Background: an optimization exercise with open tools, aiming at small area, a short achievable clock period and few clock cycles per item. Do not read the settings as production practice.
In this exercise RTL edits were held to simulation tests only and were not proved equivalent to the original.

==> flow/design.v (outline; a module is shown in full before it is edited, if it fits) <==
// module cmplx_mult_stream: 3150 lines
module cmplx_mult_stream #(
  parameter int W     = 16,
  parameter int FRAC  = 15,
  parameter int FRAME = 16,
  parameter int ROUND = 1
) (
  input  logic                    clk,
  input  logic                    rst_n,
  input  logic                    clear,
  output logic                    ovf,
  input  logic                    in_valid,
  output logic                    in_ready,
  input  logic signed [W-1:0]     a_re,
  input  logic signed [W-1:0]     a_im,
  input  logic signed [W-1:0]     b_re,
  input  logic signed [W-1:0]     b_im,
  input  logic                    conj_b,
  output logic                    out_valid,
  input  logic                    out_ready,
  output logic signed [W-1:0]     p_re,
  output logic signed [W-1:0]     p_im,
  output logic [$clog2(FRAME)-1:0] p_idx,
  output logic                    p_last
);
  // ...
==> flow/flow/run.sh <==
#!/bin/bash
# Standard ORFS layout, with one extra step between synthesis and floorplan:
# flow/fapol.py re-chooses the polarity of each full adder (a full adder is
# self-dual) and of each xor/xnor gate to remove the inverters that synthesis
# leaves between them. Registers are not touched.
set -euo pipefail
W=$PWD
R=$W/orfs/results/sky130hd/cmplx_mult_stream/base
# 1. the standard synthesis, unchanged
bash standard.sh "$R/1_2_yosys.v" > synth.log 2>&1
# 2. inverter clean-up on the synthesized netlist
cp "$R/1_2_yosys.v" "$W/1_2_yosys_standard.v"
python3 flow/fapol.py "$W/1_2_yosys_standard.v" "$R/1_2_yosys.v" > fapol.log 2>&1
# 3. the rest of the standard flow; the port buffers are plain buf_1 cells
#    (repair_timing resizes them where timing needs it)
BUFFER_PORTS_ARGS="-buffer_cell sky130_fd_sc_hd__buf_1" bash standard.sh > layout.log 2>&1
==> flow/flow/fapol.py <==
#!/usr/bin/env python3
"""Polarity clean-up of full adders in a mapped sky130 netlist.

A full adder is self-dual: FA(~a,~b,~c) = (~sum, ~cout). Synthesis leaves many
inverters between full-adder cells. This pass chooses, for each full adder,
whether it computes on true or on inverted signals, so that as few inverters as
possible are needed, then rewires the netlist. Registers and all other cells are
left as they are; every inverter it adds or keeps is a plain inv_1.

usage: fapol.py in.v out.v
"""
import re, sys, random

src, dst = sys.argv[1], sys.argv[2]
lines = open(src).read().split('\n')

# ---- parse ----
head, insts, tail = [], [], []
i = 0
inst_re = re.compile(r'^  (sky130_fd_sc_hd__\w+) (.+?) \($')
pin_re = re.compile(r'^    \.(\w+)\((.*)\),?$')
ports = set()
state = 'head'
while i < len(lines):
    l = lines[i]
    m = inst_re.match(l)
    if m:
        state = 'inst'
        typ, name = m.group(1), m.group(2)
        pins = []
        i += 1
        while not lines[i].startswith('  );'):
            pm = pin_re.match(lines[i])
            assert pm, lines[i]
            pins.append([pm.group(1), pm.group(2)])
            i += 1
        insts.append({'type': typ, 'name': name, 'pins': pins})
        i += 1
        continue
    if state == 'head':
        head.append(l)
        pm = re.match(r'^\s*(input|output)\s+(\[(\d+):(\d+)\]\s+)?(\S+);', l)
        if pm:
            nm = pm.group(5)
            if pm.group(2):
                hi, lo = int(pm.group(3)), int(pm.group(4))
                for b in range(min(hi, lo), max(hi, lo) + 1):
                    ports.add(f'{nm}[{b}]')
            else:
                ports.add(nm)
    else:
        tail.append(l)
    i += 1
assert any(l.strip() == 'endmodule' for l in tail)
for l in tail:
    assert l.strip() in ('', 'endmodule') or l.strip().startswith('assign') is False, l

OUTPINS = {'X', 'Y', 'Q', 'Q_N', 'SUM', 'COUT', 'HI', 'LO'}
def is_inv(t): return re.fullmatch(r'sky130_fd_sc_hd__inv_\d+', t) is not None
def is_fa(t): return re.fullmatch(r'sky130_fd_sc_hd__fa_\d+', t) is not None
def is_xor(t): return re.fullmatch(r'sky130_fd_sc_hd__x(n?)or2_\d+', t) is not None

driver = {}
for k, ins in enumerate(insts):
    for p, n in ins['pins']:
        if p in OUTPINS:
            assert n not in driver
            driver[n] = (k, p)

removable = set()
for k, ins in enumerate(insts):
    if is_inv(ins['type']):
        pd = dict(ins['pins'])
        if pd['Y'] not in ports and pd['A'] not in ('1\'h0', '1\'h1'):
            removable.add(k)

def base(n):
    par = 0
    seen = 0
    while n in driver and driver[n][0] in removable:
        k = driver[n][0]
        n = dict(insts[k]['pins'])['A']
        par ^= 1
        seen += 1
        assert seen < 100
    return n, par

# loads: list of (inst k, pin index, base net, parity)
loads = []
for k, ins in enumerate(insts):
    if k in removable:
        continue
    for j, (p, n) in enumerate(ins['pins']):
        if p in OUTPINS:
            continue
        b, q = base(n)
        loads.append((k, j, b, q))

fas = [k for k, ins in enumerate(insts) if is_fa(ins['type'])]
xors = [k for k, ins in enumerate(insts) if is_xor(ins['type'])]
x = {k: 0 for k in fas + xors}
xorset = set(xors)
fixed = set()
for k in fas + xors:
    for p, n in insts[k]['pins']:
        if p in OUTPINS and n in ports:
            fixed.add(k)

loads_by_base = {}
for ld in loads:
    loads_by_base.setdefault(ld[2], []).append(ld)
fa_in_bases = {k: set() for k in fas + xors}
for ld in loads:
    if ld[0] in x:
        fa_in_bases[ld[0]].add(ld[2])
fa_out_bases = {k: [n for p, n in insts[k]['pins'] if p in OUTPINS] for k in fas + xors}

def phys(b):
    if b in driver:
        k = driver[b][0]
        if k in x:
            return x[k]
    return 0

def need(ld):
    k, j, b, q = ld
    return q ^ (x[k] if k in x else 0)

def cost(b):
    p = phys(b)
    return 1 if any(ld[0] not in xorset and need(ld) != p for ld in loads_by_base.get(b, [])) else 0

total0 = sum(cost(b) for b in loads_by_base)
def affected(k):
    return fa_in_bases[k] | set(fa_out_bases[k])

improved = True
passes = 0
while improved and passes < 50:
    improved = False
    passes += 1
    order = fas + xors
    for k in order:
        if k in fixed:
            continue
        aff = affected(k)
        before = sum(cost(b) for b in aff)
        x[k] ^= 1
        after = sum(cost(b) for b in aff)
        if after < before:
            improved = True
        else:
            x[k] ^= 1
# simulated annealing on top of the greedy result (deterministic seed)
import math
rng = random.Random(1)
cur = sum(cost(b) for b in loads_by_base)
best = cur
bestx = dict(x)
free = [k for k in fas + xors if k not in fixed]
T0, T1, steps = 2.0, 0.05, 400000
for s_ in range(steps):
    T = T0 * (T1 / T0) ** (s_ / steps)
    k = free[rng.randrange(len(free))]
    aff = affected(k)
    before = sum(cost(b) for b in aff)
    x[k] ^= 1
    after = sum(cost(b) for b in aff)
    d = after - before
    if d <= 0 or rng.random() < math.exp(-d / T):
        cur += d
        if cur < best:
            best = cur
            bestx = dict(x)
    else:
        x[k] ^= 1
x = bestx
total1 = sum(cost(b) for b in loads_by_base)

# ---- rewrite ----
newinv = {}
extra_wires = []
extra_insts = []
def inv_net(b):
    if b not in newinv:
        idx = len(newinv)
        n = f'fapol_n{idx}'
        newinv[b] = n
        extra_wires.append(f'  wire {n};')
        extra_insts.append({'type': 'sky130_fd_sc_hd__inv_1', 'name': f'fapol_inv{idx}',
                            'pins': [['A', b], ['Y', n]]})
    return newinv[b]

xor_c = {}
for k in xors:
    xor_c[k] = x[k] ^ (1 if 'xnor' in insts[k]['type'] else 0)
for ld in loads:
    k, j, b, q = ld
    if k in xorset:
        insts[k]['pins'][j][1] = b
        xor_c[k] ^= q ^ phys(b)
        continue
    if need(ld) == phys(b):
        insts[k]['pins'][j][1] = b
    else:
        insts[k]['pins'][j][1] = inv_net(b)

nswap = 0
for k in xors:
    t = insts[k]['type']
    drive = t.rsplit('_', 1)[1]
    nt = f'sky130_fd_sc_hd__{"xnor2" if xor_c[k] else "xor2"}_{drive}'
    if nt != t:
        nswap += 1
    insts[k]['type'] = nt
    outpin = 'Y' if xor_c[k] else 'X'   # xnor2 drives Y, xor2 drives X
    for pp in insts[k]['pins']:
        if pp[0] in ('X', 'Y'):
            pp[0] = outpin
out = []
for l in head:
    out.append(l)
out.extend(extra_wires)
for k, ins in enumerate(insts + extra_insts):
    if k < len(insts) and k in removable:
        continue
    out.append(f"  {ins['type']} {ins['name']} (")
    ps = ins['pins']
    for j, (p, n) in enumerate(ps):
        out.append(f"    .{p}({n})" + (',' if j < len(ps) - 1 else ''))
    out.append('  );')
out.extend(tail)
open(dst, 'w').write('\n'.join(out))
nflip = sum(x[k] for k in fas)
print(f'fapol: {len(fas)} full adders, {nflip} flipped; {len(xors)} xor/xnor gates, {nswap} swapped; inverters {len(removable)} -> {len(newinv)} '
      f'(cost estimate {total0} -> {total1}, {passes} passes)')
==> flow/standard.sh <==
#!/bin/bash
# synth_recipe.tcl (not shown) runs the flow's synth.tcl, then flattens the netlist and writes it again
# the make line also repeats each setting of config.mk as NAME=value (left out here)
make -C /OpenROAD-flow-scripts/flow DESIGN_CONFIG=/design/flow/config.mk WORK_HOME=/design/flow/orfs CLKGATE_MAP_FILE= SYNTH_SCRIPT=/design/flow/synth_recipe.tcl "${@:-finish}"
==> flow/config.mk <==
export PLATFORM = sky130hd
export DESIGN_NAME = cmplx_mult_stream
export DESIGN_NICKNAME = cmplx_mult_stream
export VERILOG_FILES = /design/flow/design.v
export SDC_FILE = /design/flow/constraint.sdc
export NUM_CORES = 4
export LEC_CHECK = 0
export CAP_MARGIN = 20
export CORE_MARGIN = 2
export CORE_UTILIZATION = 50
export CTS_BUF_LIST = sky130_fd_sc_hd__clkbuf_4 sky130_fd_sc_hd__clkbuf_8
export GPL_ROUTABILITY_DRIVEN = 0
export PLACE_DENSITY = 0.62
export SETUP_SLACK_MARGIN = 5
export SLEW_MARGIN = 20
export TNS_END_PERCENT = 0
==> flow/constraint.sdc <==
create_clock -name core_clock -period 8.5 [get_ports {clk}]
set_input_delay 1.7000 -clock core_clock [delete_from_list [all_inputs] [get_ports {clk}]]
set_output_delay 1.7000 -clock core_clock [all_outputs]
set_load 0.01 [all_outputs]
==> flow_summary.yaml, run 1 <==
placement:
  post-place-ws_ns: 3.97
clock_tree:
  post_cts_resized: 170
  clk_pin_slew_ns: 0.06
  cts_buffers: 48
layout:
  seq_area_um2: 8080
  num_antenna_cells: 1
  sh_seq_area: 0.232
  clkCellAreaFrac: 0.0270
  nNetsFinal: 3352
grt:
  gr-usage-met2: 0.496
  grt_util_all_layers: 0.326
job:
  cap_violations: 0
critical_path:
  crit_top_cell: "fa_1"
  r2r-start: "ai[10]$_DFFE_PN_"
  crit_path_end_kind: "flop"
  crit_required_ns: 8.89
  r2r_slack_ns: 4.55
  cpPeakStageDelay_ns: 0.61
  crit_start: "ai[10]$_DFFE_PN_"
drt:
  drc_errors: 0
  viasPerCell: 6.56
  detail_route.wirelength.met1_um: 38200
run_status:
  outcome: "finished clean"
synth:
  yosysWarnings: 2
sta:
  finalWorstSetupSlack_ns: 4.55
min_path:
  hp-start: "idx_r[0]$_DFFE_PN_"
Testbench counts, summed over its fixed seeds: cycles 16,024, items 16,000.
==> run 2, diff against run 1 <==
--- a/flow/design.v
+++ b/flow/design.v
@@ -3105,20 +3105,20 @@
   assign im_b = {c1766, c1764, c1762, c1760, c1758, c1756, c1754, c1752, c1750, c1748, c1746, c1744, c1742, c1740, c1738, c1736, c1734, c1732, c1730, s1729, r5_1643, r5_1641, r5_1639, r5_1637, r5_1635, r5_1633, r5_1631, r5_1629, r5_1627, r5_1625, r5_1623, r5_1621, r5_1619};
   assign im_sum = im_a + im_b;
   logic im_clip;
   logic [15:0] im_sat;
   assign im_clip = (im_sum[32] != im_sum[31]) || (im_sum[31] != im_sum[30]);
   assign im_sat = im_clip ? {im_sum[32], {15{~im_sum[32]}}} : im_sum[30:15];
   logic res_clip;
   assign res_clip = re_clip | im_clip;
-  logic [15:0] re_val, im_val;
-  assign re_val = re_sat;
-  assign im_val = im_sat;
-  logic [15:0] o_re, o_im;
+  logic [17:0] re_val, im_val;
+  assign re_val = re_sum[32:15];
+  assign im_val = im_sum[32:15];
+  logic [17:0] o_re, o_im;
   logic [3:0]  o_idx;
   logic        o_last;
   assign adv = ~ov | out_ready;
   always_ff @(posedge clk) begin
     if (adv) begin
       o_re <= re_val; o_im <= im_val;
       if (vld[1]) begin
         o_idx  <= idx_r[1][0] ? 4'd0 : o_idx + 4'd1;
@@ -3137,14 +3137,17 @@
       end
       if (accept) pend <= 1'b0;
       else if (clear) pend <= 1'b1;
       if (adv & vld[1] & res_clip) ovf <= 1'b1;
       else if (clear) ovf <= 1'b0;
     end
   end
   assign in_ready = adv;
-  assign p_re      = o_re;
-  assign p_im      = o_im;
+  logic o_re_clip, o_im_clip;
+  assign o_re_clip = (o_re[17] != o_re[16]) || (o_re[16] != o_re[15]);
+  assign o_im_clip = (o_im[17] != o_im[16]) || (o_im[16] != o_im[15]);
+  assign p_re = o_re_clip ? {o_re[17], {15{~o_re[17]}}} : o_re[15:0];
+  assign p_im = o_im_clip ? {o_im[17], {15{~o_im[17]}}} : o_im[15:0];
   assign out_valid = ov;
   assign p_idx     = o_idx;
   assign p_last    = o_last;
 endmodule
--- a/flow/config.mk
+++ b/flow/config.mk
@@ -4,13 +4,12 @@
 export VERILOG_FILES = /design/flow/design.v
 export SDC_FILE = /design/flow/constraint.sdc
 export NUM_CORES = 4
 export LEC_CHECK = 0
 export CAP_MARGIN = 20
 export CORE_MARGIN = 2
 export CORE_UTILIZATION = 50
 export CTS_BUF_LIST = sky130_fd_sc_hd__clkbuf_4 sky130_fd_sc_hd__clkbuf_8
-export GPL_ROUTABILITY_DRIVEN = 0
 export PLACE_DENSITY = 0.62
 export SETUP_SLACK_MARGIN = 5
 export SLEW_MARGIN = 20
 export TNS_END_PERCENT = 0
==> run 2 against run 1 <==
Still clean on timing, DRC and antenna; cell area down 0.33%; setup slack improved by 0.020 ns; fmax up 0.51%; sequential share of layout area rose by 0.42 points; non-clock buffer count is 9 lower; critical path type unchanged; critical endpoint is now r5_1663$_DFFE_PN_; highest routed layer unchanged.
==> flow_summary.yaml, run 2 <==
clock_tree:
  cts_tree: "yes"
  cts_buffers: 51
  cts_max_level: 2
  cts.sinks: 274
  clk_latency_ns: 0.66
  cts-root-buf: "clkbuf_8"
  clk_pin_slew_ns: 0.06
  clockBufferDepth: 3
  hold_buffers: 0
critical_path:
  crit_path_end_kind: "flop"
  crit_start: "br_neg[4]$_DFFE_PN_"
  worstPathArrival_ns: 4.32
  r2r_slack_ns: 4.57
  critPathKind: "reg2reg"
  startpoint_type: "flop"
  crit_required_ns: 8.89
  reg2reg_to: "r5_1663$_DFFE_PN_"
  r2r-start: "br_neg[4]$_DFFE_PN_"
  cp_cell_sequence: "buf_12 > clkinvlp_4 > buf_4 > xor2_1 > fa_1 > fa_2 > fa_1 > fa_1 > fa_1"
  cp_max_fo: 13
  crit_path_top_delay_cell: "fa_1"
  cpPeakStageDelay_ns: 0.57
  reg2reg_depth: 9
  crit_top_cell: "fa_1"
drt:
  drt_pass1_iterations: 6
  first_iter_violations: 2809
  drc_errors: 0
  viasPerCell: 6.37
  ant_nets: 0
  vias: 23000
  wirelength_um: 95900
  routedWlPerCell_um: 26.6
sta:
  tightest_slew_ns: 0.949
  setup-violations-final: 0
  fin_crit_sh: 0.463
  clock_skew_ns: 0.0474
  hold_viol: 0
  worst_hold_slack_ns: 0.437
  maxSlewViolCount: 0
  relSlewSlack: 0.368
  period_needed_ns: 3.93
  finalWorstSetupSlack_ns: 4.57
  timing.setup.tns_ns: 0
  rsz0062_at_grt: "yes"
  fmax_mhz: 254
grt:
  antenna_found_initial: 3
  grt_pass1_vias: 24500
  grt_max_degree: 139
  grt_pass1_wl_um: 147000
  grt_util_all_layers: 0.303
  gr-total-overflow: 0
synth:
  yosysWarnings: 2
  syn-instance-count: 2717
  avgSynthCellArea_um2: 11.5
  synth_area_um2: 31300
  syn_nets: 3373
placement:
  post-place-ws_ns: 3.96
  gp_congestion: 0.863
  portBuffers: 109
  dpl.cell_count: 3464
  hpwl_um: 57800
  placed_cell_area_um2: 32400
run_status:
  outcome: "finished clean"
layout:
  instances_no_fill: 3606
  final_cell_mix: "456 x a22oi_1, 425 x fa_1, 377 x xnor2_1"
  nNetsFinal: 3382
  drive_gt1_frac: 0.103
  area_growth_pct: 10.8
  reg.largest.list: "o_im: 18 flops, o_re: 18 flops"
  fillers: 5143
  fin_area_um2: 34700
  layout.cells.most_common: "a22oi_1"
  utilization: 0.562
floorplanning:
  die_w_um: 254
  num_rows: 91
  dieArea_um2: 64700
  io_pins: 110
  core_area_um2: 61800
  start_util: 0.507
  die_h_um: 254
min_path:
  worstHoldEndpoint: "idx_r[1]$_DFFE_PN_"
  min_path_type: "reg2reg"
  hp-start: "idx_r[0]$_DFFE_PN_"
  hold_depth: 0
job:
  cap_violations: 0
run 2: timing repair:
item,4_1_cts,5_1_grt
gates cloned,12,0
pin swaps,58,31
resized for setup,160,32
buffers inserted,32,2
endpoints found under the setup margin,134,123
run 2: routing by layer:
metal | global-route usage | share of wire | wire length (µm)
met5 | 0 | 0.00016 | 15
met1 | 0.409 | 0.39 | 37800
met2 | 0.453 | 0.44 | 42500
met4 | 0.142 | 0.046 | 4370
met3 | 0.0849 | 0.12 | 11200
run 2: how the worst max path moves through the flow:
stage                   endpoint  cells past startpoint
3_5_place_dp   r5_1669$_DFFE_PN_                      8
5_1_grt        r5_1642$_DFFE_PN_                      8
4_1_cts        r5_1565$_DFFE_PN_                      9
3_3_place_gp   r5_1669$_DFFE_PN_                      8
2_1_floorplan           in_ready                      1
6_report       r5_1663$_DFFE_PN_                      9
run 2: cell type report:
class / instances / area [µm²] / share of cell area
Sequential cell: 274 / 8200 / 0.236
Timing Repair Buffer: 235 / 2080 / 0.0598
Multi-Input combinational cell: 2077 / 22000 / 0.633
Tap cell: 837 / 1050 / 0.0302
Clock inverter: 32 / 265 / 0.00764
Antenna cell: 2 / 5.00 / 0.000144
Inverter: 87 / 342 / 0.00984
Clock buffer: 62 / 791 / 0.0228
run 2: critical path, delay by kind of cell, from the launching register on:
family     cells  cell delay (ns)
flops          1             0.40
buf+inv        3             0.48
xor+xnor       1             0.19
fa+ha+maj      5             2.60
Testbench counts of run 2, summed over its fixed seeds: cycles 16,024, items 16,000.

port drivers added, routing unchanged:
How much do the figures lean on ideal ports? The routed layouts below were timed once more, with nothing changed but the port constraints.
Step 1, drivers: a clkbuf_16 drives clk and a buf_2 each remaining input, both assumed.
Step 2 times the ports against the registers' clock, not the clock port: input delays grow and output delays shrink by t, the midpoint of the rising clock arrivals with the driver on.
a / b / c = no drivers / after step 1 / after step 2; a / b = the first two.
run	t (ns)	setup WS [ns]	worst hold slack (ns)	clock arrival spread, ns
run 1	0.699	4.546 / 4.546 / 4.260	0.419 / 0.419 / 0.419	0.053 / 0.053
run 2	0.698	4.566 / 4.566 / 4.566	0.437 / 0.437 / 0.437	0.048 / 0.048
After both steps every run listed still meets setup and hold. The setup slack of run 1, which loses most, moves by 0.000 ns with the drivers and by -0.286 ns with both steps.
